Context: an optimization exercise on an open-source flow, tuned for small area and a short achievable clock period. The choices shown serve that exercise and are no tape-out recipe. Only simulation tests tie the RTL to the original design; equivalence was not proved. Power figures rest on the tool's default switching activity, not on a simulated workload.

### flow/flow/margin.txt
8
### flow/constraint.sdc
create_clock -name core_clock -period 14.0 [get_ports {DIV_CLK}]
set_input_delay 2.8000 -clock core_clock [delete_from_list [all_inputs] [get_ports {DIV_CLK}]]
set_output_delay 2.8000 -clock core_clock [all_outputs]
set_load 0.01 [all_outputs]
### flow/flow/run.sh
#!/bin/bash
# Own layout flow: the standard ORFS flow (standard synthesis, floorplan,
# power grid and tap cells unchanged), with repair_timing aiming for a setup
# slack well above zero so that it speeds up the paths from the input ports.
set -euo pipefail
MARGIN=$(cat flow/margin.txt 2>/dev/null || echo 8)
bash standard.sh SETUP_SLACK_MARGIN=$MARGIN finish > standard_flow.log 2>&1
### flow/standard.sh
#!/bin/bash
# synth_recipe.tcl (not shown) runs the flow's synth.tcl, then flattens the netlist and writes it again
# the make line also repeats each setting of config.mk as NAME=value (left out here)
make -C /OpenROAD-flow-scripts/flow DESIGN_CONFIG=/design/flow/config.mk WORK_HOME=/design/flow/orfs CLKGATE_MAP_FILE= SYNTH_SCRIPT=/design/flow/synth_recipe.tcl "${@:-finish}"
### flow/design.v
`default_nettype none
package bombPkg;
	typedef logic [10-1:0] coordT;
	function automatic logic geq(input coordT v, input coordT c);
		logic r;
		r = 1'b1;
		for (int i = 0; i < 10; i++)
			r = (v[i] & ~c[i]) | ((v[i] | ~c[i]) & r);
		geq = r;
	endfunction
	function automatic logic gt(input coordT v, input coordT c);
		logic r;
		r = 1'b0;
		for (int i = 0; i < 10; i++)
			r = (v[i] & ~c[i]) | ((v[i] | ~c[i]) & r);
		gt = r;
	endfunction
	function automatic logic inRange(input coordT v, input coordT lo, input coordT hi);
		inRange = geq(v, lo) && !gt(v, hi);
	endfunction
	function automatic logic inOpen(input coordT v, input coordT lo, input coordT hi);
		inOpen = gt(v, lo) && !geq(v, hi);
	endfunction
endpackage
`default_nettype wire
`default_nettype none
module joystickDecoder (
	input logic [9:0] stickX,
	input logic [9:0] stickY,
	output logic up,
	output logic down,
	output logic left,
	output logic right
);
	logic xCentred;
	logic yCentred;
	assign xCentred = bombPkg::inRange(stickX, 10'd300, 10'd700);
	assign yCentred = bombPkg::inRange(stickY, 10'd300, 10'd700);
	assign up = bombPkg::gt(stickY, 10'd700) && xCentred;
	assign down = !bombPkg::geq(stickY, 10'd300) && xCentred;
	assign left = !bombPkg::geq(stickX, 10'd300) && yCentred;
	assign right = bombPkg::gt(stickX, 10'd700) && yCentred;
endmodule
`default_nettype wire
`default_nettype none
module nearDiff #(
	parameter int K = 5
) (
	input logic [9:0] p,
	input logic [9:0] s,
	output logic near,
	output logic [K-1:0] d
);
	localparam int H = 10 - K;
	logic [H-1:0] pHi;
	logic [H-1:0] sHi;
	logic [H-1:0] pHiDec;
	logic [H-1:0] pHiInc;
	logic [K:0] low;
	assign pHi = p[9:K];
	assign sHi = s[9:K];
	assign pHiDec = pHi - 1'b1;
	assign pHiInc = pHi + 1'b1;
	assign low = {1'b0, p[K-1:0]} - {1'b0, s[K-1:0]};
	assign near = ((sHi == pHi) && (low[K] == low[K-1]))
		|| ((pHi != '0) && (sHi == pHiDec) && low[K] && !low[K-1])
		|| ((pHi != '1) && (sHi == pHiInc) && !low[K] && low[K-1]);
	assign d = low[K-1:0];
endmodule
module bombFuse (
	input logic DIV_CLK,
	input logic reset,
	input logic gameTick,
	input logic dropBomb,
	input logic [9:0] posX,
	input logic [8:0] posY,
	input logic [9:0] pixelX,
	input logic [9:0] pixelY,
	input logic [4:0] rowPix,
	input logic [4:0] colPix,
	input logic rowSpan,
	input logic colSpan,
	output logic bombHit,
	output logic blastHit
);
	logic [6:0] count;
	logic [9:0] bombX;
	logic [8:0] bombY;
	logic [9:0] by;
	logic idle;
	logic fuse;
	logic blast;
	assign idle = (count == 7'd0);
	assign blast = count[6] && count[5] && (count[4:0] != 5'd0);
	assign fuse = !idle && !blast;
	always_ff @(posedge DIV_CLK or posedge reset)
	begin
		if (reset)
			count <= 7'd0;
		else if (gameTick)
		begin
			if (idle)
				count <= dropBomb ? 7'd96 : 7'd0;
			else if (count == 7'd1)
				count <= 7'd96 + 7'd24;
			else if (count == 7'd96 + 7'd1)
				count <= 7'd0;
			else
				count <= count - 7'd1;
		end
	end
	always_ff @(posedge DIV_CLK)
	begin
		if (gameTick && idle && dropBomb)
		begin
			bombX <= posX;
			bombY <= posY;
		end
	end
	assign by = {1'b0, bombY};
	logic nearX;
	logic nearY;
	logic [4:0] dx;
	logic [4:0] dy;
	nearDiff #(.K(5)) nearDiffX_i (.p(pixelX), .s(bombX), .near(nearX), .d(dx));
	nearDiff #(.K(5)) nearDiffY_i (.p(pixelY), .s(by), .near(nearY), .d(dy));
	function automatic logic absLe(input logic [4:0] v, input int t);
		absLe = v[4] ? (v >= 5'(32 - t)) : (v <= 5'(t));
	endfunction
	logic disc;
	assign disc = nearX && nearY && (
		(absLe(dx, 14) && absLe(dy, 5))
		|| (absLe(dx, 13) && absLe(dy, 7))
		|| (absLe(dx, 12) && absLe(dy, 8))
		|| (absLe(dx, 11) && absLe(dy, 10))
		|| (absLe(dx, 10) && absLe(dy, 11))
		|| (absLe(dx, 8) && absLe(dy, 12))
		|| (absLe(dx, 7) && absLe(dy, 13))
		|| (absLe(dx, 5) && absLe(dy, 14)));
	assign bombHit = fuse && !count[3] && disc;
	logic [4:0] rowOn;
	logic [4:0] colOn;
	assign rowOn[0] = bombPkg::inRange(by, 10'd6, 10'd58);
	assign rowOn[1] = bombPkg::inRange(by, 10'd110, 10'd162);
	assign rowOn[2] = bombPkg::inRange(by, 10'd214, 10'd266);
	assign rowOn[3] = bombPkg::inRange(by, 10'd318, 10'd370);
	assign rowOn[4] = bombPkg::inRange(by, 10'd422, 10'd474);
	assign colOn[0] = bombPkg::inRange(bombX, 10'd5, 10'd75);
	assign colOn[1] = bombPkg::inRange(bombX, 10'd145, 10'd215);
	assign colOn[2] = bombPkg::inRange(bombX, 10'd285, 10'd355);
	assign colOn[3] = bombPkg::inRange(bombX, 10'd425, 10'd495);
	assign colOn[4] = bombPkg::inRange(bombX, 10'd565, 10'd635);
	assign blastHit = blast
		&& ((rowSpan && |(rowOn & rowPix)) || (colSpan && |(colOn & colPix)));
endmodule
`default_nettype wire
`default_nettype none
module playerUnit #(
	parameter int playerIndex = 0
) (
	input logic DIV_CLK,
	input logic reset,
	input logic gameTick,
	input logic up,
	input logic down,
	input logic left,
	input logic right,
	input logic dropBomb,
	input logic [9:0] pixelX,
	input logic [9:0] pixelY,
	input logic [4:0] rowPix,
	input logic [4:0] colPix,
	input logic rowSpan,
	input logic colSpan,
	output logic avatarHit,
	output logic bombHit,
	output logic blastHit
);
	localparam logic [9:0] START_X = (playerIndex == 0) ? 10'd10 : 10'd600;
	localparam logic [8:0] START_Y = (playerIndex == 0) ? 9'(10'd10) : 9'(10'd450);
	logic [9:0] posX;
	logic [8:0] posY;
	logic [9:0] py;
	assign py = {1'b0, posY};
	function automatic logic in3(input logic [9:0] v, input logic [9:0] lo);
		in3 = bombPkg::inRange(v, lo, lo + 10'd2);
	endfunction
	logic colAny;
	logic rowAny;
	assign colAny = bombPkg::inOpen(posX, 10'd55, 10'd165)
		|| bombPkg::inOpen(posX, 10'd195, 10'd305)
		|| bombPkg::inOpen(posX, 10'd335, 10'd445)
		|| bombPkg::inOpen(posX, 10'd475, 10'd585);
	assign rowAny = bombPkg::inOpen(py, 10'd38, 10'd130)
		|| bombPkg::inOpen(py, 10'd142, 10'd234)
		|| bombPkg::inOpen(py, 10'd246, 10'd338)
		|| bombPkg::inOpen(py, 10'd350, 10'd442);
	logic [8:0] candUp;
	logic [8:0] candDown;
	logic [9:0] candLeft;
	logic [9:0] candRight;
	always_comb
	begin
		candUp = posY - 9'd3;
		if (colAny)
		begin
			if (in3(py, 10'd131 - 10'd1)) candUp = 9'(10'd131);
			if (in3(py, 10'd235 - 10'd1)) candUp = 9'(10'd235);
			if (in3(py, 10'd339 - 10'd1)) candUp = 9'(10'd339);
			if (in3(py, 10'd443 - 10'd1)) candUp = 9'(10'd443);
		end
		candDown = posY + 9'd3;
		if (colAny)
		begin
			if (in3(py, 10'd37 - 10'd1)) candDown = 9'(10'd37);
			if (in3(py, 10'd141 - 10'd1)) candDown = 9'(10'd141);
			if (in3(py, 10'd245 - 10'd1)) candDown = 9'(10'd245);
			if (in3(py, 10'd349 - 10'd1)) candDown = 9'(10'd349);
		end
		candLeft = posX - 10'd3;
		if (rowAny)
		begin
			if (in3(posX, 10'd166 - 10'd1)) candLeft = 10'd166;
			if (in3(posX, 10'd306 - 10'd1)) candLeft = 10'd306;
			if (in3(posX, 10'd446 - 10'd1)) candLeft = 10'd446;
			if (in3(posX, 10'd586 - 10'd1)) candLeft = 10'd586;
		end
		candRight = posX + 10'd3;
		if (rowAny)
		begin
			if (in3(posX, 10'd54 - 10'd1)) candRight = 10'd54;
			if (in3(posX, 10'd194 - 10'd1)) candRight = 10'd194;
			if (in3(posX, 10'd334 - 10'd1)) candRight = 10'd334;
			if (in3(posX, 10'd474 - 10'd1)) candRight = 10'd474;
		end
	end
	logic xLow;
	logic xHigh;
	logic yLow;
	logic yHigh;
	logic outOfArena;
	logic [9:0] holdX;
	logic [8:0] holdY;
	assign xLow = !bombPkg::geq(posX, 10'd26);
	assign xHigh = bombPkg::gt(posX, 10'd614);
	assign yLow = !bombPkg::geq(py, 10'd27);
	assign yHigh = bombPkg::gt(py, 10'd453);
	assign outOfArena = xLow || xHigh || yLow || yHigh;
	assign holdX = xLow ? 10'd26 : xHigh ? 10'd614 : posX;
	assign holdY = yLow ? 9'(10'd27) : yHigh ? 9'(10'd453) : posY;
	logic [9:0] nextX;
	logic [8:0] nextY;
	assign nextX = (left && !outOfArena) ? candLeft
		: (right && !outOfArena) ? candRight : holdX;
	assign nextY = (up && !outOfArena) ? candUp
		: (down && !outOfArena) ? candDown : holdY;
	always_ff @(posedge DIV_CLK or posedge reset)
	begin
		if (reset)
		begin
			posX <= START_X;
			posY <= START_Y;
		end
		else if (gameTick)
		begin
			posX <= nextX;
			posY <= nextY;
		end
	end
	logic nearAX;
	logic nearAY;
	logic [5:0] ax;
	logic [5:0] ay;
	logic noWrap;
	nearDiff #(.K(6)) nearDiffX_i (.p(pixelX), .s(posX), .near(nearAX), .d(ax));
	nearDiff #(.K(6)) nearDiffY_i (.p(pixelY), .s(py), .near(nearAY), .d(ay));
	function automatic logic within20(input logic [5:0] v);
		within20 = v[5] ? (v >= 6'd44) : (v <= 6'd20);
	endfunction
	assign noWrap = (playerIndex != 0) || bombPkg::geq(posX, 10'd20);
	assign avatarHit = noWrap && nearAX && nearAY && within20(ax) && within20(ay);
	bombFuse bombFuse_i (
		.DIV_CLK(DIV_CLK),
		.reset(reset),
		.gameTick(gameTick),
		.dropBomb(dropBomb),
		.posX(posX),
		.posY(posY),
		.pixelX(pixelX),
		.pixelY(pixelY),
		.rowPix(rowPix),
		.colPix(colPix),
		.rowSpan(rowSpan),
		.colSpan(colSpan),
		.bombHit(bombHit),
		.blastHit(blastHit)
	);
endmodule
`default_nettype wire
`default_nettype none
module pixelMixer (
	input logic DIV_CLK,
	input logic reset,
	input logic [9:0] pixelX,
	input logic [9:0] pixelY,
	input logic pixelActive,
	input logic avatar0,
	input logic bomb0,
	input logic blast0,
	input logic avatar1,
	input logic bomb1,
	input logic blast1,
	output logic vgaR,
	output logic vgaG,
	output logic vgaB
);
	logic wall;
	logic blockCol;
	logic blockRow;
	logic red;
	logic green;
	logic blue;
	assign wall = !bombPkg::gt(pixelX, 10'd5) || bombPkg::geq(pixelX, 10'd640 - 10'd5)
		|| !bombPkg::gt(pixelY, 10'd6) || bombPkg::geq(pixelY, 10'd480 - 10'd6);
	assign blockCol = bombPkg::inRange(pixelX, 10'd75, 10'd145)
		|| bombPkg::inRange(pixelX, 10'd215, 10'd285)
		|| bombPkg::inRange(pixelX, 10'd355, 10'd425)
		|| bombPkg::inRange(pixelX, 10'd495, 10'd565);
	assign blockRow = bombPkg::inRange(pixelY, 10'd58, 10'd110)
		|| bombPkg::inRange(pixelY, 10'd162, 10'd214)
		|| bombPkg::inRange(pixelY, 10'd266, 10'd318)
		|| bombPkg::inRange(pixelY, 10'd370, 10'd422);
	assign red = avatar0 || avatar1 || bomb0 || blast0;
	assign green = avatar1 || wall || (blockCol && blockRow);
	assign blue = bomb0 || blast0 || bomb1 || blast1;
	always_ff @(posedge DIV_CLK or posedge reset)
	begin
		if (reset)
		begin
			vgaR <= 1'b0;
			vgaG <= 1'b0;
			vgaB <= 1'b0;
		end
		else
		begin
			vgaR <= red && pixelActive;
			vgaG <= green && pixelActive;
			vgaB <= blue && pixelActive;
		end
	end
endmodule
`default_nettype wire
`default_nettype none
module bombGameTop (
	input logic DIV_CLK,
	input logic reset,
	input logic gameTick,
	input logic [9:0] stick0X,
	input logic [9:0] stick0Y,
	input logic bomb0,
	input logic [9:0] stick1X,
	input logic [9:0] stick1Y,
	input logic bomb1,
	input logic [9:0] pixelX,
	input logic [9:0] pixelY,
	input logic pixelActive,
	output logic vgaR,
	output logic vgaG,
	output logic vgaB
);
	logic up0, down0, left0, right0;
	logic up1, down1, left1, right1;
	logic avatar0, bombHit0, blastHit0;
	logic avatar1, bombHit1, blastHit1;
	logic [4:0] rowPix;
	logic [4:0] colPix;
	logic rowSpan;
	logic colSpan;
	assign rowPix[0] = bombPkg::inRange(pixelY, 10'd10, 10'd54);
	assign rowPix[1] = bombPkg::inRange(pixelY, 10'd114, 10'd158);
	assign rowPix[2] = bombPkg::inRange(pixelY, 10'd218, 10'd262);
	assign rowPix[3] = bombPkg::inRange(pixelY, 10'd322, 10'd366);
	assign rowPix[4] = bombPkg::inRange(pixelY, 10'd426, 10'd470);
	assign colPix[0] = bombPkg::inRange(pixelX, 10'd9, 10'd69);
	assign colPix[1] = bombPkg::inRange(pixelX, 10'd149, 10'd211);
	assign colPix[2] = bombPkg::inRange(pixelX, 10'd289, 10'd351);
	assign colPix[3] = bombPkg::inRange(pixelX, 10'd429, 10'd491);
	assign colPix[4] = bombPkg::inRange(pixelX, 10'd569, 10'd631);
	assign rowSpan = bombPkg::inRange(pixelX, 10'd9, 10'd631);
	assign colSpan = bombPkg::inRange(pixelY, 10'd6, 10'd474);
	joystickDecoder joystickDecoder0_i (
		.stickX(stick0X),
		.stickY(stick0Y),
		.up(up0),
		.down(down0),
		.left(left0),
		.right(right0)
	);
	joystickDecoder joystickDecoder1_i (
		.stickX(stick1X),
		.stickY(stick1Y),
		.up(up1),
		.down(down1),
		.left(left1),
		.right(right1)
	);
	playerUnit #(
		.playerIndex(0)
	) playerUnit0_i (
		.DIV_CLK(DIV_CLK),
		.reset(reset),
		.gameTick(gameTick),
		.up(up0),
		.down(down0),
		.left(left0),
		.right(right0),
		.dropBomb(bomb0),
		.pixelX(pixelX),
		.pixelY(pixelY),
		.rowPix(rowPix),
		.colPix(colPix),
		.rowSpan(rowSpan),
		.colSpan(colSpan),
		.avatarHit(avatar0),
		.bombHit(bombHit0),
		.blastHit(blastHit0)
	);
	playerUnit #(
		.playerIndex(1)
	) playerUnit1_i (
		.DIV_CLK(DIV_CLK),
		.reset(reset),
		.gameTick(gameTick),
		.up(up1),
		.down(down1),
		.left(left1),
		.right(right1),
		.dropBomb(bomb1),
		.pixelX(pixelX),
		.pixelY(pixelY),
		.rowPix(rowPix),
		.colPix(colPix),
		.rowSpan(rowSpan),
		.colSpan(colSpan),
		.avatarHit(avatar1),
		.bombHit(bombHit1),
		.blastHit(blastHit1)
	);
	pixelMixer pixelMixer_i (
		.DIV_CLK(DIV_CLK),
		.reset(reset),
		.pixelX(pixelX),
		.pixelY(pixelY),
		.pixelActive(pixelActive),
		.avatar0(avatar0),
		.bomb0(bombHit0),
		.blast0(blastHit0),
		.avatar1(avatar1),
		.bomb1(bombHit1),
		.blast1(blastHit1),
		.vgaR(vgaR),
		.vgaG(vgaG),
		.vgaB(vgaB)
	);
endmodule
`default_nettype wire
### flow/config.mk
export PLATFORM = sky130hd
export DESIGN_NAME = bombGameTop
export DESIGN_NICKNAME = bombGameTop
export VERILOG_FILES = /design/flow/design.v
export SDC_FILE = /design/flow/constraint.sdc
export NUM_CORES = 4
export LEC_CHECK = 0
export CAP_MARGIN = 20
export CORE_MARGIN = 2
export CORE_UTILIZATION = 40
export SLEW_MARGIN = 20
==> results of run 1 <==
[placed cells by master, fill, tap and decap left out, types with 27 or more instances in the layout]
| master | synthesis | layout |
|---|---|---|
| nor2b_1 | 41 | 40 |
| nand2b_1 | 38 | 38 |
| dfrtp_1 | 43 | 43 |
| nor2_1 | 149 | 149 |
| nand2_1 | 149 | 149 |
| nor3_1 | 66 | 66 |
| o21ai_0 | 125 | 125 |
| inv_1 | 99 | 96 |
| nand4_1 | 33 | 33 |
| ha_1 | 79 | 79 |
| a21o_1 | 27 | 27 |
| nand3_1 | 66 | 66 |
| clkdlybuf4s50_1 | 0 | 61 |
| o31ai_1 | 31 | 31 |
| edfxtp_1 | 38 | 38 |
| xor2_1 | 49 | 46 |
| xnor2_1 | 78 | 74 |
| a21oi_1 | 113 | 112 |
| a31oi_1 | 29 | 29 |
[layout make-up]
type	instances	area, um^2	share of cell area
Tap cell	442	553	0.0383
Sequential cell	93	2530	0.176
Clock buffer	10	229	0.0159
Multi-Input combinational cell	1484	9880	0.685
Timing Repair Buffer	77	758	0.0526
Clock inverter	6	87.6	0.00607
Inverter	103	387	0.0268
[registers in the layout, indices dropped and copies added (netlist names)]
signal	count
playerUnit0_i.bombFuse_i.count	7
playerUnit0_i.bombFuse_i.bombX	10
pixelMixer_i.vgaG	1
playerUnit1_i.posY	9
pixelMixer_i.vgaB	1
playerUnit1_i.bombFuse_i.count	7
playerUnit0_i.posY	9
playerUnit1_i.bombFuse_i.bombY	9
playerUnit0_i.bombFuse_i.bombY	9
playerUnit1_i.bombFuse_i.bombX	10
pixelMixer_i.vgaR	1
playerUnit0_i.posX	10
playerUnit1_i.posX	10
[per-stage QoR]
stage | util | worst slack (ps) | cell area, um^2 | hold WS (ps) | instances
after global routing | 0.443 | 7870 | 14400 | 584 | 2215
after CTS | 0.439 | 8000 | 14300 | 558 | 2211
after global placement | 0.429 | 7520 | 14000 | 546 | 2195
after detailed placement | 0.429 | 7450 | 14000 | 543 | 2195
after floorplan | - | 8450 | 13200 | 420 | 1794
final | 0.443 | 8160 | 14400 | 561 | 2215
[Yosys cell counts, drive strengths merged (26+ instances only)]
library cell | instances | share of area
edfxtp | 38 | 0.087
nor4 | 27 | 0.013
dfrtp | 43 | 0.082
nand2b | 38 | 0.018
nor2b | 41 | 0.019
buf | 35 | 0.016
xnor2 | 78 | 0.052
o31ai | 32 | 0.019
ha | 79 | 0.075
inv | 101 | 0.029
o21ai | 136 | 0.052
xor2 | 50 | 0.034
a21oi | 115 | 0.044
nand4 | 33 | 0.016
clkbuf | 79 | 0.023
o22ai | 26 | 0.013
nor2 | 150 | 0.043
a31oi | 30 | 0.015
nand2 | 150 | 0.043
nand3 | 66 | 0.025
a21o | 27 | 0.015
nor3 | 70 | 0.028
[timing repair]
action / in CTS / in global routing
resized for setup: 6 / 19
setup buffers: 0 / 4
hold endpoints to repair: 0 / 0
cloned: 0 / 0
pin swaps: 0 / 3
endpoints found under the setup margin: 2 / 3
[power by group through the flow]
stage / clock network (mW) / registers (mW) / logic (mW)
detailed placement: 0 / 0.570 / 1.05
finish: 0.277 / 0.571 / 1.08
floorplan: 0 / 0.419 / 0.929
global route: 0.294 / 0.588 / 1.21
CTS: 0.284 / 0.565 / 1.06
global placement: 0 / 0.568 / 1.04
[critical path: cells and delay by family]
kind / cells / cell delay (ps)
compound gates: 6 / 1200
buf+inv: 3 / 710
fa+ha+maj: 2 / 620
xor+xnor: 1 / 280
simple gates: 2 / 500
[per-layer routing]
| metal | wire length, um | vias to the layer above | track usage |
|---|---|---|---|
| met1 | 18900 | 6527 | 0.327 |
| met2 | 19200 | 551 | 0.402 |
| met3 | 2310 | 95 | 0.0217 |
| met5 | 0 | - | 0 |
| li1 | - | 6598 | - |
| met4 | 1420 | 0 | 0.0964 |
[worst max-delay path by stage]
| stage | end | slack, ps | depth (start not counted) |
|---|---|---|---|
| floorplan | pixelMixer_i.vgaR | 8450 | 14 |
| global placement | pixelMixer_i.vgaR | 7520 | 11 |
| CTS | pixelMixer_i.vgaR | 8000 | 11 |
| detailed placement | pixelMixer_i.vgaR | 7450 | 14 |
| global route | pixelMixer_i.vgaR | 7870 | 14 |
| finish | pixelMixer_i.vgaR | 8160 | 14 |
[cell families (layout without fill, tap and decap cells)]
group / after synthesis / in the layout / share of synthesized area
DFF: 93 / 93 / 0.192
buffers and inverters: 217 / 196 / 0.0678
AOI/OAI and AO/OA: 577 / 577 / 0.295
muxes: 16 / 16 / 0.0125
xor gates and xnor gates: 128 / 128 / 0.0856
and+or+nand+nor: 676 / 676 / 0.260
adders and majority gates: 87 / 87 / 0.0871
==> flow_metrics.tcl, run 1 <==
set metrics [dict create \
    rr_worst_depth 12 \
    switchingPower_mw 0.954 \
    netlist_area_um2 13200 \
    routedWlPerCell_um 18.9 \
    grt_pass1_wl_um 67600 \
    tightest_slew_ps 1060 \
    synthCells 1794 \
    rsz0062_at_grt "yes" \
    portBuffers 68 \
    critPathCaptureType "register" \
    ys_types 100 \
    ioPinCount 69 \
    ys.flop_type "dfrtp_1" \
    cts_max_level 3 \
    hold_buffers 0 \
    synthArstFlopShare 0.591 \
    vias 13771 \
    rows 66 \
    hpwl_um 30800 \
    ctsRootBufferMaster "clkbuf_16" \
    ant_nets 0 \
    worstHoldEndpoint "playerUnit1_i.bombFuse_i.count[2]" \
    grt_usage 0.243 \
    path_clk_slew_ps 80 \
    fin_skew_ps 10.2 \
    setup_viol_count_final 0 \
    gp_congestion 0.919 \
    timing.rr.start "playerUnit0_i.posY[1]" \
    cp_slowest_cell "clkdlybuf4s50_1" \
    diodes 0 \
    peakVddDrop_mv 0.0675 \
    cts_tree "yes" \
    layout_min_cycle_time_ps 5840 \
    r2r_slack_ps 10430 \
    synth_edf_count 38 \
    yosysSeqAreaShare 0.192 \
    cp.arrival_ps 6100 \
    swShare 0.496 \
    areaGrowthSynthToFinish_pct 9.38 \
    hold_viol 0 \
    antenna_found_initial 0 \
    r2r-end "playerUnit0_i.posX[2]" \
    firstDrtPassIters 5 \
    clkPwrFrac 0.144 \
    syn_avg_cell_area_um2 7.35 \
    clock.fmax_mhz 171 \
    die_width_um 186 \
    cts_buffer_depth 2 \
    p_seq_frac 0.297 \
    fillers 3329 \
    hold_depth 1 \
    path_class "primary input to register" \
    avgViaCountPerCell 6.22 \
    numCtsBuffers 9 \
    maxSlewHeadroom 0.292 \
    crit_path_cell_trace "clkdlybuf4s50_1 -> inv_2 -> ha_1 -> inv_1 -> fa_1 -> a21o_1 -> a21oi_4 -> xor2_4 -> nand3_1 -> a21oi_1 -> o22ai_1 -> nor4_2 -> o31ai_2 -> o31a_1" \
    ys_ff_latch 93 \
    setup_tns_ps 0 \
    status "finished clean" \
    die_h_um 186 \
    cp_max_fo 8 \
    drc 0 \
    grt_start_max_net_pins 56 \
    drive_above_1_share 0.0536 \
    p_int_mw 0.971 \
    period_share 0.417 \
    power_density_nw_per_um2 133 \
    first_global_vias 13078 \
    slew_viol_final 0 \
    clock_sinks 93 \
    wl_um 41800 \
    drv_cap 0 \
    power.leakage_nw 5.47 \
    insertion_delay_ps 370 \
    hold_path_class "register to register" \
    power_mw 1.92 \
    start_util 0.405 \
    hold_path_startpoint "playerUnit1_i.bombFuse_i.count[2]" \
    p_comb_frac 0.560 \
    first_iter_violations 1217 \
    startpoint_type "primary input" \
    die_area_um2 34400 \
    synth_nets 1947 \
    crit_required_ps 14260 \
    synth_warnings 6 \
    crit_start "pixelY[0]" \
    grt-ovfl-total 0 \
    fin_nets 1921 \
    cpPeakStageDelay_ps 480 \
    core-area_um2 32500 \
]
==> run 2, diff against run 1 <==
==> flow/flow/run.sh (replaced) <==
#!/bin/bash
# Own layout flow: the standard ORFS flow (standard synthesis, floorplan,
# power grid and tap cells unchanged), with repair_timing aiming for a setup
# slack well above zero so that it speeds up the paths from the input ports.
# flow/vars.txt holds the extra make variables, one per line.
set -euo pipefail
VARS=()
if [[ -f flow/vars.txt ]]; then
	while read -r line; do
		[[ -n "$line" ]] && VARS+=("$line")
	done < flow/vars.txt
fi
bash standard.sh "${VARS[@]}" finish > standard_flow.log 2>&1
==> flow/flow/vars.txt (new file) <==
SETUP_SLACK_MARGIN=10
MATCH_CELL_FOOTPRINT=0
removed: flow/flow/margin.txt
==> flow_metrics.tcl, run 2 <==
set metrics [dict create \
    fin_nets 2026 \
    start_util 0.405 \
    synth_top_family_by_area "compound AO/OA/AOI/OAI gates" \
    critPathCaptureType "register" \
    synth_top_area_share 0.0865 \
    gr-usage-met1 0.352 \
    synthTopCellsByArea "edfxtp_1, dfrtp_1, ha_1" \
    vias 14358 \
    final_common_cell "nand2_1" \
    ioPinCount 69 \
    insertion_delay_ps 360 \
    drc 0 \
    crit_buf_inv 4 \
    core-area_um2 32500 \
    final_util 0.509 \
    synthCells 1794 \
    peakVddDrop_mv 0.103 \
    clock.fmax_mhz 196 \
    hold_buffers 0 \
    startpoint_type "primary input" \
    yosysTopAreaCell "edfxtp_1" \
    wl_um 45000 \
    firstDrtPassIters 7 \
    crit_path_cell_trace "buf_12 -> clkinv_16 -> ha_4 -> inv_2 -> fa_2 -> a21o_1 -> a21oi_4 -> xor2_4 -> buf_6 -> nand3_2 -> a21o_1 -> a221oi_2 -> nor4_2 -> o31ai_2 -> o31a_1" \
    layout_min_cycle_time_ps 5100 \
    grt-ovfl-total 0 \
    netlist_area_um2 13200 \
    dpl.cell_count 2199 \
    synthMuxAreaShare 0.0125 \
    path_class "primary input to register" \
    drive_above_1_share 0.224 \
    clock_sinks 93 \
    post_dp_cell_area_um2 14300 \
    drv_cap 0 \
    yosysSeqAreaShare 0.192 \
    cts_max_level 3 \
    grt_pass1_wl_um 71700 \
    cp.arrival_ps 5410 \
    maxSlewHeadroom 0.369 \
    synth_edf_count 38 \
    ant_nets 0 \
    synth_warnings 6 \
    syn_avg_cell_area_um2 7.35 \
    areaGrowthSynthToFinish_pct 25.6 \
    synthArstFlopShare 0.591 \
    hpwl_um 31900 \
    first_iter_violations 1287 \
    power_density_nw_per_um2 134 \
    synthAdderAreaFrac 0.0871 \
    rows 66 \
    ctsRootBufferMaster "clkbuf_16" \
    hold_viol 0 \
    synth_nets 1947 \
    ys.flop_type "dfrtp_1" \
    cp_slowest_cell "fa_2" \
    power.leakage_nw 6.43 \
    antenna_found_initial 2 \
    numCtsBuffers 9 \
    cts_tree "yes" \
    ys_types 100 \
    crit_family "compound AO/OA/AOI/OAI gates" \
    die_h_um 186 \
    rsz0062_at_grt "yes" \
    setup_viol_count_final 0 \
    design_area_um2 16600 \
    final_cell_mix "nand2_1, nor2_1, o21ai_0" \
    gr-usage-met3 0.0292 \
    ys_ff_latch 93 \
    die_width_um 186 \
    crit_start "pixelY[0]" \
    period_share 0.364 \
    fillers 3137 \
    layoutNonFillerInstCount 2321 \
    gp_congestion 0.919 \
    cp_max_fo 5 \
    timing.rr.start "playerUnit1_i.posY[1]" \
    setup_tns_ps 0 \
    status "finished clean" \
    path_clk_slew_ps 80 \
    tightest_slew_ps 940 \
    grt_usage 0.259 \
    hold_path_class "register to register" \
    first_global_vias 13674 \
    synth_xor_area_frac 0.0856 \
    fin_skew_ps 13.1 \
    grt_start_max_net_pins 56 \
    cpPeakStageDelay_ps 400 \
    yosys-top-cells-count "nand2_1, nor2_1, o21ai_0" \
    crit_required_ps 14310 \
    crit_path_frequent_cell "a21o_1" \
    use_met2 0.434 \
    avgViaCountPerCell 6.19 \
    cts_buffer_depth 2 \
    routedWlPerCell_um 19.4 \
    synth_compound_area_frac 0.295 \
    slew_viol_final 0 \
    hold_path_startpoint "playerUnit1_i.bombFuse_i.count[2]" \
    grt_busiest_layer "met2" \
    portBuffers 68 \
    die_area_um2 34400 \
    timing.hold.ws_ps 547 \
    synthSimpleGateAreaFrac 0.260 \
]
run 2: cell types whose count changed in the layout (fill, tap and decap cells not counted), moves of 16 or more:
cell,delta
a21oi_1,-22
nor2_1,-16
buf_4,+63
clkbuf_2,+26
buf_6,+42
clkdlybuf4s50_1,-55
o21ai_0,-32
o21ai_1,+17
a21oi_2,+17
run 2: through the flow:
stage / setup WS [ps] / total power [mW]
floorplan: 8740 / 1.39
global placement: 7670 / 1.65
detailed placement: 7580 / 1.66
CTS: 8960 / 2.13
global route: 8780 / 2.39
finish: 8900 / 2.22
run 2: cell type report:
cell class	count	area (um^2)	area share
antenna	1	2.50	0.000151
clock buffer	10	239	0.0144
clock inverter	6	46.3	0.00279
inverter	103	430	0.0260
multi-input combinational	1486	11100	0.668
sequential	93	2530	0.153
tap	442	553	0.0334
timing repair buffer	180	1690	0.102
run 2: power by group:
part	leakage [nW]	total [mW]	switching, mW	internal [mW]
Clock	0.143	0.248	0.121	0.127
Sequential	0.977	0.567	0.203	0.363
Combinational	5.31	1.41	0.780	0.625
Total	6.43	2.22	1.10	1.12
run 2: path summary, 6_finish.rpt:
path                       slack (ps)                           endpoint  cells past startpoint
max in group asynchronous       10440              playerUnit0_i.posY[6]                      3
min in group asynchronous        3020              playerUnit1_i.posX[2]                      3
hold / removal                    550  playerUnit1_i.bombFuse_i.count[2]                      1
hold reg to reg                   550  playerUnit1_i.bombFuse_i.count[2]                      1
setup reg to reg                10670              playerUnit1_i.posX[3]                     11
setup / recovery                 8900                  pixelMixer_i.vgaR                     15
run 2: cells by family (layout without fill, tap and decap cells):
family                     after synthesis  in the layout
buffers and inverters                  217            299
other                                    0              1
DFF                                     93             93
AOI/OAI and AO/OA                      577            578
muxes                                   16             16
xor gates and xnor gates               128            128
adders and majority gates               87             87
and+or+nand+nor                        676            677
run 2: worst register-to-register path, cell delays in order, from the launching register on:
cell and delay [ps]:
dfstp_2 710, ha_1 260, inv_1 50, ha_1 190
o21ai_1 340, o21ai_1 260, a211o_1 400, or3_4 500
nor2_4 120, nand2_1 60, a221oi_2 280, a21oi_1 70
run 2: metal layers:
metal | vias to the layer above | wire, um
met2 | 574 | 21400
met4 | 2 | 1230
met3 | 95 | 2690
met1 | 6867 | 19700
li1 | 6820 | -
met5 | - | 12
run 2: what timing repair did:
action                                 in CTS  in global routing
cloned                                      3                  0
setup endpoints to repair                  48                 80
resized for setup                         309                 75
setup buffers                              88                 14
pin swaps                                 110                 72
endpoints found under the hold margin       0                  0
==> run 3, diff against run 2 <==
==> flow/flow/vars.txt (replaced) <==
SETUP_SLACK_MARGIN=11
MATCH_CELL_FOOTPRINT=0
==> flow_metrics.tcl, run 3 <==
set metrics [dict create \
    power_density_nw_per_um2 133 \
    cts_tree "yes" \
    clock.fmax_mhz 196 \
    avgViaCountPerCell 6.14 \
    status "finished clean" \
    power_mw 2.24 \
    ys_ff_latch 93 \
    synth_compound_area_frac 0.295 \
    ioPinCount 69 \
    hpwl_um 31900 \
    final_common_cell "nand2_1" \
    synth_xor_area_frac 0.0856 \
    clock_sinks 93 \
    insertion_delay_ps 360 \
    crit_path_cell_trace "buf_12 -> clkinv_16 -> ha_4 -> inv_2 -> fa_2 -> a21o_1 -> a21oi_4 -> xor2_2 -> buf_4 -> nor2_1 -> a21oi_1 -> a211oi_2 -> nor4_2 -> o31ai_2 -> o21a_1" \
    portBuffers 68 \
    ant_nets 0 \
    antenna_found_initial 1 \
    yosysSeqAreaShare 0.192 \
    ctsRootBufferMaster "clkbuf_16" \
    die_h_um 186 \
    synthAdderAreaFrac 0.0871 \
    grt-ovfl-total 0 \
    tightest_slew_ps 1180 \
    synthArstFlopShare 0.591 \
    path_class "primary input to register" \
    yosysTopAreaCell "edfxtp_1" \
    drc 0 \
    firstDrtPassIters 6 \
    rsz0062_at_grt "yes" \
    timing.rr.start "playerUnit1_i.posX[1]" \
    synthCells 1794 \
    rows 66 \
    final_cell_mix "nand2_1, nor2_1, a21oi_1" \
    startpoint_type "primary input" \
    post_dp_cell_area_um2 14400 \
    drive_above_1_share 0.234 \
    cp_slowest_cell "fa_2" \
    crit_start "pixelY[0]" \
    drv_cap 0 \
    syn_avg_cell_area_um2 7.35 \
    grt_pass1_wl_um 71900 \
    synthMuxAreaShare 0.0125 \
    path_clk_slew_ps 70 \
    synth_warnings 6 \
    multi_input_area_um2 11100 \
    cts_buffer_depth 2 \
    die_width_um 186 \
    seq_area_um2 2530 \
    gp_congestion 0.943 \
    fin_nets 2030 \
    hold_path_startpoint "playerUnit0_i.bombFuse_i.count[2]" \
    netlist_area_um2 13200 \
    synth_top_area_share 0.0865 \
    synth_edf_count 38 \
    cts_max_level 3 \
    power.leakage_nw 6.52 \
    cp_max_fo 4 \
    synthTopCellsByArea "edfxtp_1, dfrtp_1, ha_1" \
    vias 14273 \
    diodes 0 \
    routedWlPerCell_um 19.7 \
    period_share 0.364 \
    cpPeakStageDelay_ps 410 \
    start_util 0.405 \
    crit_buf_inv 4 \
    synth_top_family_by_area "compound AO/OA/AOI/OAI gates" \
    first_global_vias 13508 \
    crit_family "compound AO/OA/AOI/OAI gates" \
    peakVddDrop_mv 0.0915 \
    final_util 0.517 \
    ys_types 100 \
    cp.arrival_ps 5350 \
    setup_viol_count_final 0 \
    maxSlewHeadroom 0.207 \
    numCtsBuffers 9 \
    synth_nets 1947 \
    fin_skew_ps 13.3 \
    hold_path_class "register to register" \
    grt_start_max_net_pins 28 \
    wl_um 45700 \
    areaGrowthSynthToFinish_pct 27.5 \
    critPathCaptureType "register" \
    grt_usage 0.262 \
    synthSimpleGateAreaFrac 0.260 \
    fillers 3111 \
    first_iter_violations 1316 \
    slew_viol_final 0 \
    core-area_um2 32500 \
    ys.flop_type "dfrtp_1" \
    die_area_um2 34400 \
    timing.hold.ws_ps 585 \
    hold_viol 0 \
    yosys-top-cells-count "nand2_1, nor2_1, o21ai_0" \
    layout_min_cycle_time_ps 5100 \
    setup_tns_ps 0 \
    crit_required_ps 14250 \
    design_area_um2 16800 \
]
## run 3: final timing paths
check,to,slack [ps],depth (start not counted)
max in group asynchronous,playerUnit0_i.bombFuse_i.count[6],11140,3
min in group asynchronous,playerUnit1_i.posX[8],2680,3
setup reg to reg,playerUnit1_i.posX[2],10610,12
hold reg to reg,playerUnit0_i.bombFuse_i.count[2],590,1
hold / removal,playerUnit0_i.bombFuse_i.count[2],590,1
setup / recovery,pixelMixer_i.vgaB,8900,15
## run 3: report_power, final
group	total [mW]	switching, mW	leakage [nW]	internal (mW)
combinational	1.39	0.766	5.40	0.624
sequential	0.581	0.218	0.977	0.363
clock	0.264	0.119	0.147	0.146
## run 3: logic make-up (layout without fill, tap and decap cells)
logic type / count (synthesis) / in the layout
simple gates: 676 / 677
compound gates: 577 / 577
buf+inv: 217 / 304
xor+xnor: 128 / 128
flops: 93 / 93
fa+ha+maj: 87 / 87
mux: 16 / 16
## run 3: stage by stage
stage / worst slack [ps] / instances
3_3_place_gp: 7710 / 2198
3_5_place_dp: 7620 / 2198
2_1_floorplan: 8740 / 1794
6_report: 8900 / 2324
5_1_grt: 8770 / 2324
4_1_cts: 8980 / 2310
## run 3: layer usage
metal | global-route usage | up-vias | part of all wire
met5 | 0 | - | 0
met4 | 0.107 | 0 | 0.037
met3 | 0.0389 | 116 | 0.061
met2 | 0.429 | 526 | 0.47
met1 | 0.347 | 6812 | 0.43
li1 | - | 6819 | -
## run 3: cell type report
class / count / area share
Tap cell: 442 / 0.0329
Inverter: 103 / 0.0271
Sequential cell: 93 / 0.151
Clock inverter: 4 / 0.00327
Timing Repair Buffer: 185 / 0.113
Multi-Input combinational cell: 1485 / 0.659
Clock buffer: 12 / 0.0147
## run 3: what timing repair did
action / 4_1_cts / 5_1_grt
hold buffers: 0 / 0
cloned: 11 / 0
setup endpoints to repair: 151 / 96
pin swaps: 113 / 63
gates resized for setup: 353 / 65
setup buffers: 85 / 14
## run 3: worst register-to-register path: stages (launching register included)
cell	delay, ps
dfrtp_1	580
inv_1	170
ha_1	250
inv_1	80
ha_1	240
inv_1	80
nor3_1	260
nand2_1	120
nor4b_1	810
nor2_1	100
o21ai_0	220
a21oi_2	90
o41ai_2	270
==> run 4, diff against run 3 <==
==> flow/flow/run.sh (replaced) <==
#!/bin/bash
# Own layout flow. Synthesis is the standard synthesis script, run with
# an area-recovering ABC script (flow/abc.script in place of ORFS's
# abc_speed.script, in a private copy of ORFS's scripts folder), adders left
# to ABC (no Kogge-Stone map, no full-adder cells). Registers are mapped
# before ABC runs, so they are the standard synthesis's. Floorplan, power
# grid, tap cells, placement, CTS and routing are the standard flow,
# with the extra make variables in flow/vars.txt (one per line).
set -euo pipefail
WORK=$PWD
rm -rf "$WORK/synth_scripts"
cp -r "$FLOW_HOME/scripts" "$WORK/synth_scripts"
cp flow/abc.script "$WORK/synth_scripts/abc_speed.script"
bash standard.sh SCRIPTS_DIR="$WORK/synth_scripts" SYNTH_OPERATIONS_ARGS=-booth ADDER_MAP_FILE= synth > synth_flow.log 2>&1
VARS=()
if [[ -f flow/vars.txt ]]; then
	while read -r line; do
		[[ -n "$line" ]] && VARS+=("$line")
	done < flow/vars.txt
fi
bash standard.sh "${VARS[@]}" finish > layout_flow.log 2>&1
==> flow/flow/abc.script (new file) <==
strash
&get -n
&fraig -x
&put
scorr
dc2
strash
&get -n
&dch -f
&nf -R 1000
&put
removed: flow/flow/vars.txt
==> flow_metrics.tcl, run 4 <==
set metrics [dict create \
    status "finished clean" \
    synth_top_family_by_area "simple AND/OR/NAND/NOR gates" \
    synth_compound_area_frac 0.272 \
    fin_nets 1632 \
    synthSimpleGateAreaFrac 0.322 \
    final_common_cell "nand2_1" \
    r2r-end "playerUnit0_i.posY[3]" \
    die_width_um 165 \
    ctsRootBufferMaster "clkbuf_16" \
    syn_avg_cell_area_um2 7.04 \
    seq_area_um2 2530 \
    rr_worst_depth 15 \
    diodes 0 \
    drive_above_1_share 0.0274 \
    fin_skew_ps 11.7 \
    power_density_nw_per_um2 165 \
    hpwl_um 25700 \
    hold_depth 2 \
    cts_buffer_depth 2 \
    synth_xor_area_frac 0.138 \
    hold_buffers 0 \
    yosysSeqAreaShare 0.244 \
    first_iter_violations 1327 \
    maxSlewHeadroom 0.366 \
    avgViaCountPerCell 6.22 \
    hold_viol 0 \
    path_class "primary input to register" \
    die_area_um2 27200 \
    yosysTopAreaCell "edfxtp_1" \
    areaGrowthSynthToFinish_pct 14.3 \
    synth_top_area_share 0.110 \
    endpoint "pixelMixer_i.vgaB" \
    cp.arrival_ps 6540 \
    ys_types 56 \
    netlist_area_um2 10400 \
    start_util 0.410 \
    synthAdderAreaFrac 0.00579 \
    r2r_slack_ps 10090 \
    clock_sinks 93 \
    yosys-top-cells-count "nand2_1, nor2_1, o21ai_0" \
    cts_max_level 3 \
    grt_usage 0.254 \
    portBuffers 68 \
    vias 11824 \
    core-area_um2 25300 \
    routedWlPerCell_um 18.1 \
    multi_input_area_um2 7680 \
    synthCells 1474 \
    synth_warnings 6 \
    timing.rr.start "playerUnit0_i.posY[1]" \
    path_clk_slew_ps 80 \
    grt-ovfl-total 0 \
    power_mw 1.96 \
    firstDrtPassIters 6 \
    synthArstFlopShare 0.591 \
    cts_setup_buffers 0 \
    drc 0 \
    ioPinCount 69 \
    synth_edf_count 38 \
    setup_tns_ps 0 \
    grt_start_max_net_pins 56 \
    numCtsBuffers 9 \
    cts_tree "yes" \
    startpoint_type "primary input" \
    insertion_delay_ps 360 \
    wl_um 34400 \
    timing.hold.ws_ps 537 \
    ys_ff_latch 93 \
    rsz0062_at_grt "no" \
    grt_pass1_wl_um 55600 \
    final_cell_mix "nand2_1, nor2_1, o21ai_0" \
    tightest_slew_ps 942 \
    peakVddDrop_mv 0.0858 \
    antenna_found_initial 1 \
    crit_required_ps 14280 \
    synthMuxAreaShare 0.000965 \
    cp_max_fo 14 \
    rows 58 \
    slew_viol_final 0 \
    critPathCaptureType "register" \
    cts_resized 0 \
    period_share 0.447 \
    drv_cap 0 \
    synth_most_common_cell "nand2_1" \
    first_global_vias 10697 \
    crit_start "pixelX[1]" \
    gp_congestion 0.936 \
    die_h_um 165 \
    setup_viol_count_final 0 \
    ant_nets 0 \
    ys.flop_type "dfrtp_1" \
    clock.fmax_mhz 160 \
    power.leakage_nw 4.01 \
    layout_min_cycle_time_ps 6260 \
    hold_path_class "register to register" \
    synthTopCellsByArea "edfxtp_1, dfrtp_1, xnor2_1" \
    fillers 2557 \
    synth_nets 1540 \
]
-- run 4: cell count changes after synthesis, sizes merged, moves of 20 or more --
cell / before / now
o31ai: 32 / 12
inv: 101 / 0
clkinv: 2 / 45
ha: 79 / 0
clkbuf: 79 / 0
buf: 35 / 0
xnor2: 78 / 105
nand2: 150 / 208
-- run 4: critical path, stage by stage --
cell,delay (ps)
clkdlybuf4s50_1,870
xnor2_1,240
nand2_1,100
o21ai_0,130
maj3_1,430
nand2_1,80
o21ai_0,230
xnor2_1,460
nor2_1,170
nor4_1,340
a21oi_1,70
nand4_1,100
nor3_1,70
a211oi_1,220
a21oi_1,60
a21oi_1,160
-- run 4: layout make-up --
class | count | share of cell area
Multi-Input combinational cell | 1336 | 0.647
Timing Repair Buffer | 81 | 0.0656
Clock buffer | 9 | 0.0190
Inverter | 45 | 0.0142
Clock inverter | 7 | 0.00548
Tap cell | 330 | 0.0348
Sequential cell | 93 | 0.213
-- run 4: how the worst min path moves through the flow --
stage                                           start                                 to  slack (ps)
CTS                 playerUnit0_i.bombFuse_i.count[4]  playerUnit0_i.bombFuse_i.count[4]         530
global route        playerUnit0_i.bombFuse_i.count[0]  playerUnit0_i.bombFuse_i.count[0]         570
floorplan           playerUnit0_i.bombFuse_i.count[4]  playerUnit0_i.bombFuse_i.count[4]         470
global placement    playerUnit0_i.bombFuse_i.count[4]  playerUnit0_i.bombFuse_i.count[4]         510
detailed placement  playerUnit0_i.bombFuse_i.count[4]  playerUnit0_i.bombFuse_i.count[4]         510
finish              playerUnit0_i.bombFuse_i.count[4]  playerUnit0_i.bombFuse_i.count[4]         540
-- run 4: cells by family (layout without fill, tap and decap cells) --
| family | Yosys count | count (layout) |
|---|---|---|
| AOI/OAI and AO/OA | 468 | 468 |
| xor gates and xnor gates | 164 | 164 |
| adders and majority gates | 6 | 6 |
| buffers and inverters | 45 | 142 |
| DFF | 93 | 93 |
| muxes | 1 | 1 |
| and+or+nand+nor | 697 | 697 |
-- run 4: report_power, final --
part | total, mW | internal (mW) | switching [mW]
combinational | 1.06 | 0.432 | 0.631
clock | 0.250 | 0.125 | 0.124
sequential | 0.648 | 0.382 | 0.266
-- run 4: routing by layer --
metal  vias to the layer above  track usage  share of wire
li1                       5698            -              -
met1                      5499        0.361           0.45
met4                         0       0.0838          0.023
met3                        60       0.0235          0.073
met2                       567        0.405           0.45
met5                         -            0              0
-- run 4: metrics by stage --
stage,setup WS [ps],area (um^2),util,std cells
floorplan,8730,10400,-,1474
global placement,7530,11600,0.457,1885
detailed placement,7400,11600,0.457,1885
CTS,7750,11900,0.468,1901
global route,7320,11900,0.468,1901
finish,7740,11900,0.468,1901
==> run 5, diff against run 4 <==
==> flow/flow/vars.txt (new file) <==
SETUP_SLACK_MARGIN=8
==> flow_metrics.tcl, run 5 <==
set metrics [dict create \
    hold_viol 0 \
    ys.flop_type "dfrtp_1" \
    final_cell_mix "nand2_1, nor2_1, o21ai_0" \
    post_dp_cell_area_um2 11600 \
    synth_compound_area_frac 0.272 \
    die_h_um 165 \
    start_util 0.410 \
    hpwl_um 25700 \
    synthSimpleGateAreaFrac 0.322 \
    status "finished clean" \
    die_width_um 165 \
    drc 0 \
    hold_path_class "register to register" \
    power_density_nw_per_um2 165 \
    fin_nets 1634 \
    ys_ff_latch 93 \
    cp_max_fo 18 \
    crit_path_cell_trace "clkdlybuf4s50_1 -> and3_1 -> o21bai_1 -> a2111oi_1 -> o21ai_0 -> o31ai_1 -> nand3_1 -> nand3_1 -> a32o_1 -> a21oi_1 -> a21oi_1" \
    grt_start_max_net_pins 56 \
    routedWlPerCell_um 18.1 \
    setup_viol_count_final 0 \
    grt_usage 0.254 \
    yosys-top-cells-count "nand2_1, nor2_1, o21ai_0" \
    first_iter_violations 1377 \
    synthAdderAreaFrac 0.00579 \
    synthMuxAreaShare 0.000965 \
    timing.hold.ws_ps 537 \
    diodes 0 \
    grt-ovfl-total 0 \
    synth_nets 1540 \
    cts_buffer_depth 2 \
    design_area_um2 11900 \
    power.leakage_nw 4.05 \
    yosysTopAreaCell "edfxtp_1" \
    peakVddDrop_mv 0.0866 \
    synth_xor_area_frac 0.138 \
    setup_tns_ps 0 \
    insertion_delay_ps 360 \
    hold_buffers 0 \
    core-area_um2 25300 \
    slew_viol_final 0 \
    portBuffers 68 \
    synth_most_common_cell "nand2_1" \
    maxSlewHeadroom 0.409 \
    critPathCaptureType "register" \
    rsz0062_at_grt "no" \
    layout_min_cycle_time_ps 5720 \
    gp_congestion 0.936 \
    ant_nets 0 \
    vias 11812 \
    synth_top_area_share 0.110 \
    first_global_vias 10691 \
    synth_top_family_by_area "simple AND/OR/NAND/NOR gates" \
    path_class "primary input to register" \
    drive_above_1_share 0.0331 \
    wl_um 34500 \
    cts_tree "yes" \
    rows 58 \
    tightest_slew_ps 875 \
    numCtsBuffers 9 \
    cts_max_level 3 \
    firstDrtPassIters 6 \
    syn_avg_cell_area_um2 7.04 \
    cp_slowest_cell "clkdlybuf4s50_1" \
    startpoint_type "primary input" \
    drv_cap 0 \
    clock_sinks 93 \
    cp.arrival_ps 6000 \
    ys_types 56 \
    fin_skew_ps 11.5 \
    crit_buf_inv 1 \
    die_area_um2 27200 \
    areaGrowthSynthToFinish_pct 14.7 \
    period_share 0.409 \
    netlist_area_um2 10400 \
    ctsRootBufferMaster "clkbuf_16" \
    crit_family "compound AO/OA/AOI/OAI gates" \
    synthCells 1474 \
    ioPinCount 69 \
    power_mw 1.96 \
    synthArstFlopShare 0.591 \
    final_common_cell "nand2_1" \
    synth_warnings 6 \
    synth_edf_count 38 \
    cpPeakStageDelay_ps 810 \
    yosysSeqAreaShare 0.244 \
    synthTopCellsByArea "edfxtp_1, dfrtp_1, xnor2_1" \
    avgViaCountPerCell 6.21 \
    crit_required_ps 14280 \
    antenna_found_initial 1 \
    grt_pass1_wl_um 55600 \
    path_clk_slew_ps 80 \
    clock.fmax_mhz 175 \
]
[run 5: changes by cell type in the layout (fill, tap and decap cells not counted), sizes merged]
| cell | delta |
|---|---|
| clkinvlp | +1 |
| dlygate4sd2 | +1 |
| dlymetal6s2s | +2 |
| clkinv | -3 |
| buf | +2 |
| inv | +2 |
| clkbuf | +1 |
| clkdlybuf4s50 | -4 |
[run 5: metrics by stage]
stage | util | worst slack, ps | std cells
2_1_floorplan | - | 8730 | 1474
3_3_place_gp | 0.457 | 7530 | 1885
3_5_place_dp | 0.457 | 7400 | 1885
4_1_cts | 0.468 | 8020 | 1901
5_1_grt | 0.470 | 8010 | 1903
6_report | 0.470 | 8280 | 1903
[run 5: worst register-to-register path, delay by kind of cell (launching register included)]
kind / cells / cell delay (ps)
compound gates: 5 / 560
buf+inv: 1 / 200
flops: 1 / 680
simple gates: 9 / 2370
[run 5: cell type report]
type | instances | area [um^2]
flip-flops and latches | 93 | 2530
inverters | 45 | 173
multi-input cells | 1336 | 7700
clock buffers | 9 | 225
repair buffers | 83 | 792
fillers | 2559 | 13400
clock inverters | 7 | 65.1
well taps | 330 | 413
[run 5: layer usage]
layer	global-route usage	wire length, um	up-vias
met5	0	0	-
met4	0.0838	779	0
met3	0.0235	2550	55
met2	0.405	15600	552
met1	0.361	15500	5509
li1	-	-	5696
[run 5: cells by family (layout without fill, tap and decap cells)]
kind of cell	count (synthesis)	count (layout)
compound gates	468	468
xor+xnor	164	164
fa+ha+maj	6	6
buf+inv	45	144
flops	93	93
mux	1	1
simple gates	697	697
[run 5: report_power, final]
| part | switching (mW) | internal (mW) | total [mW] |
|---|---|---|---|
| logic | 0.633 | 0.434 | 1.07 |
| registers | 0.265 | 0.382 | 0.647 |
| clock network | 0.125 | 0.125 | 0.250 |
| total | 1.02 | 0.941 | 1.96 |
[run 5: final timing paths]
kind                       cells past startpoint                                 to  slack (ps)                               from
setup / recovery                              11                  pixelMixer_i.vgaB        8280                          pixelY[7]
hold / removal                                 2  playerUnit0_i.bombFuse_i.count[4]         540  playerUnit0_i.bombFuse_i.count[4]
setup reg to reg                              15              playerUnit0_i.posY[3]       10120              playerUnit0_i.posY[1]
hold reg to reg                                2  playerUnit0_i.bombFuse_i.count[4]         540  playerUnit0_i.bombFuse_i.count[4]
max in group asynchronous                      3                  pixelMixer_i.vgaB       10500                              reset
min in group asynchronous                      3              playerUnit0_i.posX[9]        2990                              reset
[run 5: repair_timing]
action / CTS / global route
endpoints found under the setup margin: 3 / 3
pin swaps: 0 / 1
setup buffers: 0 / 2
gates resized for setup: 2 / 18
==> run 6, diff against run 5 <==
==> flow/flow/vars.txt (replaced) <==
SETUP_SLACK_MARGIN=8
BUFFER_PORTS_ARGS=-buffer_cell sky130_fd_sc_hd__buf_2
==> flow_metrics.tcl, run 6 <==
set metrics [dict create \
    path_class "primary input to register" \
    first_iter_violations 1299 \
    crit_required_ps 14280 \
    final_common_cell "nand2_1" \
    wl_um 34400 \
    clock_sinks 93 \
    setup_tns_ps 0 \
    timing.hold.ws_ps 534 \
    peakVddDrop_mv 0.0850 \
    grt-ovfl-total 0 \
    grt_usage 0.250 \
    layout_min_cycle_time_ps 5590 \
    yosysSeqAreaShare 0.244 \
    cts_buffer_depth 2 \
    cts_resized 0 \
    die_area_um2 27200 \
    ioPinCount 69 \
    slew_viol_final 0 \
    yosysTopAreaCell "edfxtp_1" \
    synthTopCellsByArea "edfxtp_1, dfrtp_1, xnor2_1" \
    synth_top_area_share 0.110 \
    start_util 0.410 \
    netlist_area_um2 10400 \
    cp_slowest_cell "xnor2_1" \
    avgViaCountPerCell 6.19 \
    synth_nets 1540 \
    ys.flop_type "dfrtp_1" \
    crit_family "compound AO/OA/AOI/OAI gates" \
    synth_most_common_cell "nand2_1" \
    core-area_um2 25300 \
    crit_buf_inv 1 \
    drv_cap 0 \
    hold_path_class "register to register" \
    insertion_delay_ps 360 \
    critPathCaptureType "register" \
    tightest_slew_ps 941 \
    yosys-top-cells-count "nand2_1, nor2_1, o21ai_0" \
    fin_nets 1626 \
    antenna_found_initial 0 \
    cts_max_level 3 \
    synthArstFlopShare 0.591 \
    maxSlewHeadroom 0.365 \
    ys_ff_latch 93 \
    syn_avg_cell_area_um2 7.04 \
    final_cell_mix "nand2_1, nor2_1, o21ai_0" \
    setup_viol_count_final 0 \
    ant_nets 0 \
    cts_tree "yes" \
    hold_buffers 0 \
    power.leakage_nw 4.00 \
    clock.fmax_mhz 179 \
    vias 11734 \
    period_share 0.399 \
    status "finished clean" \
    diodes 0 \
    cp_max_fo 14 \
    areaGrowthSynthToFinish_pct 10.9 \
    crit_path_cell_trace "buf_2 -> xnor2_1 -> nand2_1 -> o21ai_0 -> maj3_1 -> nand2_1 -> o21ai_0 -> xnor2_1 -> nor2_1 -> a21o_1 -> o21ai_0 -> nand2_1 -> nand4_1 -> nor3_1 -> a211oi_1 -> a21oi_1 -> a21oi_1" \
    startpoint_type "primary input" \
    synthCells 1474 \
    hold_viol 0 \
    drc 0 \
    drive_above_1_share 0.0665 \
    hpwl_um 25700 \
    synth_edf_count 38 \
    die_width_um 165 \
    grt_pass1_wl_um 54600 \
    cts_setup_buffers 0 \
    rsz0062_at_grt "no" \
    cpPeakStageDelay_ps 470 \
    first_global_vias 10422 \
    power_density_nw_per_um2 172 \
    ctsRootBufferMaster "clkbuf_16" \
    cp.arrival_ps 5870 \
    rows 58 \
    layoutNonFillerInstCount 1895 \
    fin_skew_ps 10.7 \
    die_h_um 165 \
    gp_congestion 0.924 \
    dpl.cell_count 1879 \
    synth_warnings 6 \
    numCtsBuffers 9 \
    ys_types 56 \
    firstDrtPassIters 6 \
    grt_start_max_net_pins 56 \
    path_clk_slew_ps 70 \
    portBuffers 68 \
    routedWlPerCell_um 18.2 \
]
run 6: cell counts after synthesis:
No cell type changed its count.
run 6: kinds of logic (layout without fill, tap and decap cells):
kind of cell    count (synthesis)  count (layout)  synth area share
fa+ha+maj                       6               6           0.00579
buf+inv                        45             136            0.0163
xor+xnor                      164             164             0.138
simple gates                  697             697             0.322
mux                             1               1          0.000965
flops                          93              93             0.244
compound gates                468             468             0.272
run 6: final timing paths:
check	startpoint	to	slack, ps	cells past startpoint
setup / recovery	pixelX[1]	pixelMixer_i.vgaB	8410	17
hold / removal	playerUnit0_i.bombFuse_i.count[0]	playerUnit0_i.bombFuse_i.count[0]	530	1
setup reg to reg	playerUnit0_i.posY[1]	playerUnit0_i.posY[3]	10060	14
hold reg to reg	playerUnit0_i.bombFuse_i.count[0]	playerUnit0_i.bombFuse_i.count[0]	530	1
max in group asynchronous	reset	pixelMixer_i.vgaG	10830	3
min in group asynchronous	reset	playerUnit0_i.posX[8]	2660	3
run 6: where the power goes:
part | internal [mW] | switching, mW
Sequential | 0.382 | 0.265
Clock | 0.158 | 0.121
Combinational | 0.421 | 0.634
run 6: metrics by stage:
stage          utilization  area [um^2]  setup slack (ps)  power (mW)
6_report             0.454        11500              8410        1.98
3_5_place_dp         0.442        11200              8060        1.68
3_3_place_gp         0.442        11200              8110        1.68
4_1_cts              0.454        11500              8410        1.97
2_1_floorplan            -        10400              8730        1.35
5_1_grt              0.454        11500              8070        2.15
run 6: metal layers:
metal	track usage	share of wire	up-vias
met4	0.0723	0.019	0
met2	0.397	0.45	522
li1	-	-	5699
met1	0.359	0.45	5465
met5	0	0	-
met3	0.0277	0.073	48
run 6: layout make-up:
type | instances | area [um^2]
clock buffers | 9 | 225
clock inverters | 7 | 97.6
fillers | 2560 | 13800
inverters | 45 | 169
multi-input cells | 1336 | 7680
flip-flops and latches | 93 | 2530
well taps | 330 | 413
repair buffers | 75 | 393
run 6: worst register-to-register path: stages, from the launching register on:
cell and delay, ps:
dfstp_2 700, nand2_1 200, nand2b_1 200, nand3_1 110
nand3b_1 190, o21ai_0 190, or3_1 410, nor3_1 480
and2_0 500, nand2b_1 190, o21ai_0 100, nor2b_1 270
o21ai_0 130, a21oi_1 140, a21oi_1 50
==> run 7, diff against run 6 <==
==> flow/flow/vars.txt (replaced) <==
SETUP_SLACK_MARGIN=10.5
BUFFER_PORTS_ARGS=-buffer_cell sky130_fd_sc_hd__buf_2
==> flow_metrics.tcl, run 7 <==
set metrics [dict create \
    status "finished clean" \
    netlist_area_um2 10400 \
    drv_cap 0 \
    maxSlewHeadroom 0.282 \
    cp.arrival_ps 5040 \
    path_class "primary input to register" \
    first_global_vias 11241 \
    insertion_delay_ps 360 \
    clock_sinks 93 \
    ys_types 56 \
    avgViaCountPerCell 6.27 \
    setup_tns_ps 0 \
    first_iter_violations 1328 \
    fin_skew_ps 11.9 \
    final_common_cell "nand2_1" \
    synth_xor_area_frac 0.138 \
    power_density_nw_per_um2 168 \
    tightest_slew_ps 1070 \
    synth_warnings 6 \
    hpwl_um 25400 \
    cts_tree "yes" \
    ioPinCount 69 \
    yosysTopAreaCell "edfxtp_1" \
    startpoint_type "primary input" \
    synthAdderAreaFrac 0.00579 \
    hold_path_class "register to register" \
    yosysSeqAreaShare 0.244 \
    layout_min_cycle_time_ps 4800 \
    diodes 0 \
    syn_avg_cell_area_um2 7.04 \
    rows 58 \
    synthCells 1474 \
    firstDrtPassIters 6 \
    cts_buffer_depth 2 \
    synth_top_family_by_area "simple AND/OR/NAND/NOR gates" \
    grt_pass1_wl_um 58500 \
    drive_above_1_share 0.267 \
    die_width_um 165 \
    critPathCaptureType "register" \
    die_h_um 165 \
    synth_edf_count 38 \
    hold_path_startpoint "playerUnit0_i.bombFuse_i.count[4]" \
    die_area_um2 27200 \
    rsz0062_at_grt "yes" \
    period_share 0.343 \
    ys_ff_latch 93 \
    gp_congestion 0.955 \
    synthMuxAreaShare 0.000965 \
    crit_required_ps 14240 \
    grt-ovfl-total 0 \
    vias 12572 \
    setup_viol_count_final 0 \
    peakVddDrop_mv 0.0869 \
    path_clk_slew_ps 70 \
    ant_nets 0 \
    core-area_um2 25300 \
    synthTopCellsByArea "edfxtp_1, dfrtp_1, xnor2_1" \
    crit_start "pixelX[0]" \
    antenna_found_initial 0 \
    wl_um 37500 \
    cts_max_level 3 \
    power.leakage_nw 5.05 \
    synth_compound_area_frac 0.272 \
    yosys-top-cells-count "nand2_1, nor2_1, o21ai_0" \
    synth_most_common_cell "nand2_1" \
    clock.fmax_mhz 208 \
    fin_nets 1736 \
    synth_nets 1540 \
    areaGrowthSynthToFinish_pct 36.1 \
    synth_top_area_share 0.110 \
    hold_viol 0 \
    ys.flop_type "dfrtp_1" \
    cpPeakStageDelay_ps 250 \
    ctsRootBufferMaster "clkbuf_16" \
    numCtsBuffers 9 \
    final_cell_mix "nand2_1, nor2_1, a21oi_1" \
    crit_path_frequent_cell "nand2_2" \
    slew_viol_final 0 \
    timing.rr.start "playerUnit1_i.posY[1]" \
    crit_path_cell_trace "buf_12 -> clkinv_4 -> buf_6 -> nand2_2 -> nand2_2 -> o21ai_2 -> nand2_2 -> o21ai_4 -> a21oi_4 -> xnor2_2 -> nand2b_1 -> buf_4 -> o22ai_2 -> nor2_1 -> a21oi_1 -> nand4_1 -> a31oi_2 -> a31oi_1" \
    routedWlPerCell_um 18.7 \
    grt_start_max_net_pins 56 \
    hold_buffers 0 \
    drc 0 \
    synthArstFlopShare 0.591 \
    grt_usage 0.268 \
    portBuffers 68 \
    timing.hold.ws_ps 520 \
    synthSimpleGateAreaFrac 0.322 \
    cp_slowest_cell "a31oi_2" \
    start_util 0.410 \
    cp_max_fo 10 \
]
run 7: cell counts after synthesis:
No cell type changed its count.
run 7: timing repair:
item	4_1_cts	5_1_grt
pin swaps	77	101
gates cloned	4	0
setup buffers	72	38
gates resized for setup	204	136
endpoints found under the setup margin	95	46
run 7: path summary, 6_finish.rpt:
kind | cells past startpoint | slack [ps] | endpoint
worst max register to register | 13 | 10300 | playerUnit1_i.posX[0]
worst min register to register | 2 | 520 | playerUnit0_i.bombFuse_i.count[4]
max in group asynchronous | 3 | 10840 | playerUnit0_i.bombFuse_i.count[2]
min in group asynchronous | 3 | 2650 | playerUnit0_i.posX[5]
worst max-delay path | 18 | 9200 | pixelMixer_i.vgaR
worst min-delay path | 2 | 520 | playerUnit0_i.bombFuse_i.count[4]
run 7: logic make-up after synthesis:
kind of cell / count (synthesis)
simple gates: 697
mux: 1
flops: 93
compound gates: 468
buf+inv: 45
fa+ha+maj: 6
xor+xnor: 164
run 7: cell type report:
type	instances	area (um^2)
Clock buffer	10	229
Clock inverter	6	47.5
Fill cell	2308	11200
Inverter	45	256
Multi-Input combinational cell	1338	9100
Sequential cell	93	2530
Tap cell	330	413
Timing Repair Buffer	182	1540
Timing Repair inverter	1	5.00
run 7: per-layer routing:
metal,share of wire,track usage,up-vias
li1,-,-,5918
met1,0.43,0.373,5919
met2,0.47,0.430,653
met3,0.075,0.0292,82
met4,0.028,0.100,0
met5,0,0,-
run 7: through the flow:
stage | area, um^2 | util | std cells | setup WS [ps] | total power [mW]
floorplan | 10800 | - | 1474 | 9150 | 1.41
global placement | 11500 | 0.456 | 1875 | 8190 | 1.72
global route | 14100 | 0.558 | 2005 | 9070 | 2.54
CTS | 13200 | 0.522 | 1967 | 9040 | 2.18
finish | 14100 | 0.558 | 2005 | 9200 | 2.38
detailed placement | 11500 | 0.456 | 1875 | 8180 | 1.73
run 7: report_power, final:
group	switching [mW]	internal, mW
Sequential	0.281	0.382
Clock	0.118	0.122
Combinational	0.812	0.664
run 7: worst max-delay path: cells and delay by family:
| kind | cells | cell delay (ps) |
|---|---|---|
| xor gates and xnor gates | 1 | 160 |
| and+or+nand+nor | 6 | 620 |
| buffers and inverters | 4 | 460 |
| AOI/OAI and AO/OA | 7 | 980 |

## separate check: timing with driven ports
Ports are ideal in the flow. The routed layouts listed here were re-timed in OpenROAD.
Step 1: set_driving_cell puts a clkbuf_16 on DIV_CLK and a buf_2 on each other input, an assumption about the parent block.
Step 2 adds t to the input delays and takes it off the output delays; t is the mean of the earliest and latest rising clock arrival at the registers after step 1. Input paths then give back, and output paths get back, about the clock's delay inside the block.
Three values: no drivers, after step 1, after step 2; two values: the first two.
run	t (ns)	slack for setup (ns)	slew at the worst register clock pin (ns)
run 1	0.412	8.157 / 8.162 / 7.750	0.08 / 0.08
run 2	0.404	8.902 / 8.899 / 8.494	0.08 / 0.08
run 3	0.403	8.903 / 8.902 / 8.499	0.07 / 0.07
run 4	0.403	7.739 / 7.763 / 7.360	0.08 / 0.08
run 5	0.402	8.279 / 8.304 / 7.901	0.08 / 0.08
run 6	0.401	8.411 / 8.431 / 8.030	0.08 / 0.08
run 7	0.405	9.198 / 9.184 / 8.779	0.08 / 0.08
After both steps setup and hold are still met in every run listed. The setup slack of run 7, which loses most, moves by -0.014 ns with the drivers and by -0.419 ns with both steps.
